Source: an optimization exercise on an open RTL-to-GDS flow (aim: small area, a short achievable clock period and few clock cycles per item). Production flows keep margins and buffers that such runs may drop. In this exercise RTL edits were held to simulation tests only and were not proved equivalent to the original. Power figures rest on the tool's default switching activity, not on a simulated workload.

== JK ==
==> module alu_sequencer, before the edit <==
module alu_sequencer (
    input  logic       clk,
    input  logic       rst_n,
    input  logic [3:0] op,
    input  logic       wy,
    output logic       first,      
    output logic       ysel,       
    output logic [4:0] asel,       
    output logic       done
);
    localparam logic [3:0] OP_NOP    = 4'd0;
    localparam logic [3:0] OP_YTA    = 4'd1;
    localparam logic [3:0] OP_XOR    = 4'd4;
    localparam logic [3:0] OP_ACX    = 4'd6;
    localparam logic [3:0] OP_ANX    = 4'd7;
    localparam logic [3:0] OP_SHIFT  = 4'd8;
    localparam logic [3:0] OP_PACK   = 4'd9;
    localparam logic [3:0] OP_UNPACK = 4'd10;
    logic is_nop, is_yta;
    assign is_nop = (op == OP_NOP);
    assign is_yta = (op == OP_YTA);
    assign first  = !is_nop && !is_yta;
    logic sel_y, sel_n, sel_p, sel_u;
    assign sel_y = is_yta;
    assign sel_n = (op == OP_ACX) || (op == OP_ANX);
    assign sel_p = (op == OP_PACK);
    assign sel_u = (op == OP_UNPACK);
    always_ff @(posedge clk or negedge rst_n) begin
        if (!rst_n) begin
            ysel <= 1'b0;
            asel <= 5'd0;
            done <= 1'b0;
        end else begin
            done <= !is_nop;
            asel <= {sel_y, sel_n, sel_p, sel_u, !(sel_y || sel_n || sel_p || sel_u)};
            if (is_nop) begin
                if (wy) ysel <= 1'b1;
            end else if (!is_yta) begin
                ysel <= (op == OP_XOR) || (op == OP_ANX) || (op == OP_SHIFT);
            end
        end
    end
endmodule
==> module alu_group_zeros, before the edit <==
module alu_group_zeros (
    input  logic [47:0] m,
    output logic [25:0] zg         
);
    logic [5:0][3:0] n;            
    function automatic logic [3:0] zeros8(logic [7:0] w);
        logic [1:0] p0, p1, p2, p3;
        p0 = {1'b0, ~w[0]} + {1'b0, ~w[1]};
        p1 = {1'b0, ~w[2]} + {1'b0, ~w[3]};
        p2 = {1'b0, ~w[4]} + {1'b0, ~w[5]};
        p3 = {1'b0, ~w[6]} + {1'b0, ~w[7]};
        zeros8 = ({2'b0, p0} + {2'b0, p1}) + ({2'b0, p2} + {2'b0, p3});
    endfunction
    genvar g;
    generate
        for (g = 0; g < 6; g++) begin : g_n
            assign n[g] = zeros8(m[8*g +: 8]);
        end
    endgenerate
    logic [3:0] z4;
    logic [4:0] z3, z2;
    logic [5:0] z1, z0;
    assign z4 = n[5];
    assign z3 = {1'b0, z4} + {1'b0, n[4]};
    assign z2 = z3 + {1'b0, n[3]};
    assign z1 = {1'b0, z2} + {2'b0, n[2]};
    assign z0 = z1 + {2'b0, n[1]};
    assign zg = {z0, z1, z2, z3, z4};
endmodule
==> module mesm6_alu, before the edit <==
module mesm6_alu (
    input  logic        clk,
    input  logic        rst_n,
    input  logic [3:0]  op,
    input  logic        wy,
    input  logic [47:0] a,
    input  logic [47:0] b,
    output logic [47:0] acc,
    output logic [47:0] y,
    output logic        done
);
    localparam logic [3:0] OP_NOP    = 4'd0;
    localparam logic [3:0] OP_AND    = 4'd2;
    localparam logic [3:0] OP_OR     = 4'd3;
    localparam logic [3:0] OP_XOR    = 4'd4;
    localparam logic [3:0] OP_ARX    = 4'd5;
    localparam logic [3:0] OP_ACX    = 4'd6;
    localparam logic [3:0] OP_ANX    = 4'd7;
    localparam logic [3:0] OP_SHIFT  = 4'd8;
    localparam logic [3:0] OP_PACK   = 4'd9;
    localparam logic [3:0] OP_UNPACK = 4'd10;
    logic       first, ysel;
    logic [4:0] asel;
    alu_sequencer u_sequencer (
        .clk    (clk),
        .rst_n  (rst_n),
        .op     (op),
        .wy     (wy),
        .first  (first),
        .ysel   (ysel),
        .asel   (asel),
        .done   (done)
    );
    logic [47:0] aq, bq;
    logic [5:0]  nq;       
    logic [5:0]  tq;       
    logic [5:0]  all;
    logic [5:0]  lzc, n_anx;
    logic [47:0] sum;
    logic [47:0] rot, acc_mask, y_mask;
    logic [47:0] packed_w, unpacked_w;
    logic [4:0]  unused_top;
    logic [5:0]  unused_top2;
    alu_counts u_count_a (
        .x    (a),
        .top  (unused_top),
        .top2 (unused_top2),
        .all  (all)
    );
    alu_lead u_lead (.a(a), .lzc(lzc), .n(n_anx));
    logic [5:0]  tz, unused_tn;
    logic [47:0] b_rev;
    always_comb begin
        for (int i = 0; i < 42; i++) b_rev[47-i] = ~b[6+i];
        b_rev[5:0] = 6'h3f;
    end
    alu_lead u_trail (.a(b_rev), .lzc(tz), .n(unused_tn));
    alu_eac_add u_add (.x(a), .z(b), .s(sum));
    alu_shifter u_shifter (
        .a        (a),
        .c        (b[47:41]),
        .anx      (op == OP_ANX),
        .lzc      (lzc),
        .rot      (rot),
        .acc_mask (acc_mask),
        .y_mask   (y_mask)
    );
    logic [25:0] zg, zq;
    alu_group_zeros u_group_zeros (.m(b), .zg(zg));
    alu_bitfield u_bitfield (
        .aq         (aq),
        .bq         (bq),
        .zg         (zq),
        .packed_w   (packed_w),
        .unpacked_w (unpacked_w)
    );
    always_ff @(posedge clk) begin
        case (op)
            OP_AND:   bq <= a & b;
            OP_OR:    bq <= a | b;
            OP_XOR:   bq <= a ^ b;
            OP_ARX:   bq <= sum;
            OP_SHIFT: bq <= rot & acc_mask;
            default:  bq <= b;
        endcase
        nq <= (op == OP_ACX) ? all : n_anx;
        zq <= zg;
        tq <= tz;
        if (first) begin
            if (op == OP_ANX || op == OP_SHIFT) aq <= rot & y_mask;
            else                                aq <= a;
        end else if (op == OP_NOP && wy) begin
            aq <= a;
        end
    end
    logic [47:0] inc;
    alu_eac_inc u_inc (.z(bq), .tz(tq), .n(nq), .s(inc));
    assign y   = ysel ? aq : '0;
    assign acc = (y          & {48{asel[4]}}) | (inc & {48{asel[3]}}) |
                 (packed_w   & {48{asel[2]}}) |
                 (unpacked_w & {48{asel[1]}}) | (bq  & {48{asel[0]}});
endmodule
clock: 7.5 ns
lec_check: 0
abc_area: 1
cap_margin: 20
core_margin: 2
core_utilization: 60
setup_slack_margin: 1.5
slew_margin: 20
standard.sh (not shown) runs the stock make flow with config.mk's settings and CLKGATE_MAP_FILE= SYNTH_SCRIPT=/design/flow/synth_recipe.tcl, a recipe that flattens the netlist after the stock synthesis.
==> flow/flow/run.sh <==
#!/bin/bash
# The standard layout (the standard.sh), with two changes:
#  - synthesis maps adders to plain gates, which ABC maps with the rest of
#    the logic, instead of extracting them into the library's full- and
#    half-adder cells;
#  - the buffer on each input and output port is a buf_4 rather than the
#    flow's default choice of a delay buffer.
# ORFS keeps each step's log under orfs/logs/; make's own output goes to
# flow_make.log in this folder.
set -euo pipefail
bash standard.sh ADDER_MAP_FILE= "BUFFER_PORTS_ARGS=-buffer_cell sky130_fd_sc_hd__buf_4" finish > flow_make.log 2>&1
Testbench counts of JK, summed over its fixed seeds: cycles 9,600, ops 4,800.
Relative to JK, the following input files were edited for MS:
diff --git a/flow/design.v b/flow/design.v
--- a/flow/design.v
+++ b/flow/design.v
@@ -2,13 +2,13 @@
     input  logic       clk,
     input  logic       rst_n,
     input  logic [3:0] op,
     input  logic       wy,
     output logic       first,      
     output logic       ysel,       
-    output logic [4:0] asel,       
+    output logic [3:0] asel,       
     output logic       done
 );
     localparam logic [3:0] OP_NOP    = 4'd0;
     localparam logic [3:0] OP_YTA    = 4'd1;
     localparam logic [3:0] OP_XOR    = 4'd4;
     localparam logic [3:0] OP_ACX    = 4'd6;
@@ -17,25 +17,24 @@
     localparam logic [3:0] OP_PACK   = 4'd9;
     localparam logic [3:0] OP_UNPACK = 4'd10;
     logic is_nop, is_yta;
     assign is_nop = (op == OP_NOP);
     assign is_yta = (op == OP_YTA);
     assign first  = !is_nop && !is_yta;
-    logic sel_y, sel_n, sel_p, sel_u;
-    assign sel_y = is_yta;
+    logic sel_n, sel_p, sel_u;
     assign sel_n = (op == OP_ACX) || (op == OP_ANX);
     assign sel_p = (op == OP_PACK);
     assign sel_u = (op == OP_UNPACK);
     always_ff @(posedge clk or negedge rst_n) begin
         if (!rst_n) begin
             ysel <= 1'b0;
-            asel <= 5'd0;
+            asel <= 4'd0;
             done <= 1'b0;
         end else begin
             done <= !is_nop;
-            asel <= {sel_y, sel_n, sel_p, sel_u, !(sel_y || sel_n || sel_p || sel_u)};
+            asel <= {sel_n, sel_p, sel_u, !(sel_n || sel_p || sel_u)};
             if (is_nop) begin
                 if (wy) ysel <= 1'b1;
             end else if (!is_yta) begin
                 ysel <= (op == OP_XOR) || (op == OP_ANX) || (op == OP_SHIFT);
             end
         end
@@ -248,19 +247,20 @@
     generate
         for (g = 0; g < 6; g++) begin : g_n
             assign n[g] = zeros8(m[8*g +: 8]);
         end
     endgenerate
     logic [3:0] z4;
-    logic [4:0] z3, z2;
+    logic [4:0] z3, z2, n32;
     logic [5:0] z1, z0;
-    assign z4 = n[5];
-    assign z3 = {1'b0, z4} + {1'b0, n[4]};
-    assign z2 = z3 + {1'b0, n[3]};
-    assign z1 = {1'b0, z2} + {2'b0, n[2]};
-    assign z0 = z1 + {2'b0, n[1]};
+    assign z4  = n[5];
+    assign z3  = {1'b0, n[5]} + {1'b0, n[4]};
+    assign n32 = {1'b0, n[3]} + {1'b0, n[2]};
+    assign z2  = z3 + {1'b0, n[3]};
+    assign z1  = {1'b0, z3} + {1'b0, n32};
+    assign z0  = z1 + {2'b0, n[1]};
     assign zg = {z0, z1, z2, z3, z4};
 endmodule
 module alu_bitfield (
     input  logic [47:0] aq,        
     input  logic [47:0] bq,        
     input  logic [25:0] zg,        
@@ -332,23 +332,24 @@
     input  logic [47:0] b,
     output logic [47:0] acc,
     output logic [47:0] y,
     output logic        done
 );
     localparam logic [3:0] OP_NOP    = 4'd0;
+    localparam logic [3:0] OP_YTA    = 4'd1;
     localparam logic [3:0] OP_AND    = 4'd2;
     localparam logic [3:0] OP_OR     = 4'd3;
     localparam logic [3:0] OP_XOR    = 4'd4;
     localparam logic [3:0] OP_ARX    = 4'd5;
     localparam logic [3:0] OP_ACX    = 4'd6;
     localparam logic [3:0] OP_ANX    = 4'd7;
     localparam logic [3:0] OP_SHIFT  = 4'd8;
     localparam logic [3:0] OP_PACK   = 4'd9;
     localparam logic [3:0] OP_UNPACK = 4'd10;
     logic       first, ysel;
-    logic [4:0] asel;
+    logic [3:0] asel;
     alu_sequencer u_sequencer (
         .clk    (clk),
         .rst_n  (rst_n),
         .op     (op),
         .wy     (wy),
         .first  (first),
@@ -403,12 +404,13 @@
         case (op)
             OP_AND:   bq <= a & b;
             OP_OR:    bq <= a | b;
             OP_XOR:   bq <= a ^ b;
             OP_ARX:   bq <= sum;
             OP_SHIFT: bq <= rot & acc_mask;
+            OP_YTA:   bq <= y;
             default:  bq <= b;
         endcase
         nq <= (op == OP_ACX) ? all : n_anx;
         zq <= zg;
         tq <= tz;
         if (first) begin
@@ -418,10 +420,9 @@
             aq <= a;
         end
     end
     logic [47:0] inc;
     alu_eac_inc u_inc (.z(bq), .tz(tq), .n(nq), .s(inc));
     assign y   = ysel ? aq : '0;
-    assign acc = (y          & {48{asel[4]}}) | (inc & {48{asel[3]}}) |
-                 (packed_w   & {48{asel[2]}}) |
-                 (unpacked_w & {48{asel[1]}}) | (bq  & {48{asel[0]}});
+    assign acc = (inc        & {48{asel[3]}}) | (packed_w & {48{asel[2]}}) |
+                 (unpacked_w & {48{asel[1]}}) | (bq       & {48{asel[0]}});
 endmodule
## What came out
- The flow did not stop early for MS: all stages ran, and the layout cleared the timing, DRC and antenna checks.
- For pin count of the biggest net entering global routing, dividing the value from JK by the value from MS gives 0.859.
- MS against JK: final cycle utilization of the critical path shows an increase of 0.44 points; critical path depth shows an increase of 2; layout overhead on the synthesized area shows an increase of 0.29 points; number of clock buffers in the layout shows a reduction of 1; headroom to the max-slew limit shows an increase of 3.8 points.
- Diff JK -> MS: detailed-route wire length shows an increase of 3.6%; number of non-clock inverters up about 1%; wire length on met2 up about 0.7%; overall power of the completed layout now larger; worst path arrival time increased by 0.03 ns relative to the old numbers.
- Sort JK and MS by post-placement cell area desc -> top: JK
- MS vs JK: synthesized cell count down
- Relative to JK, the synthesized area of MS is lower by about 1.4%.
Testbench counts of MS, summed over its fixed seeds: cycles 9,600, ops 4,800.

==> separate check: timing with driven ports <==
The results above use ideal ports. As a check the final layouts listed here were re-extracted and re-timed, cells and wires unchanged. Step 1: set_driving_cell puts a clkbuf_16 on clk and a buf_2 on each other input, an assumption about the parent block. Step 2 also shifts input and output timing later by t, the mid clock arrival at the registers, as if the neighbouring blocks saw the same clock. Three values: ideal ports, drivers, drivers and shift; two values: the first two.
| run | t (ns) | setup slack, ns | worst slew at a driven data input, ns |
|---|---|---|---|
| JK | 0.510 | 1.554 / 1.502 / 1.162 | 0.10 |
| MS | 0.517 | 1.521 / 1.468 / 1.076 | 0.11 |
After both steps every run listed still meets setup and hold. The setup slack of MS, which loses most, moves by -0.053 ns with the drivers and by -0.445 ns with both steps.
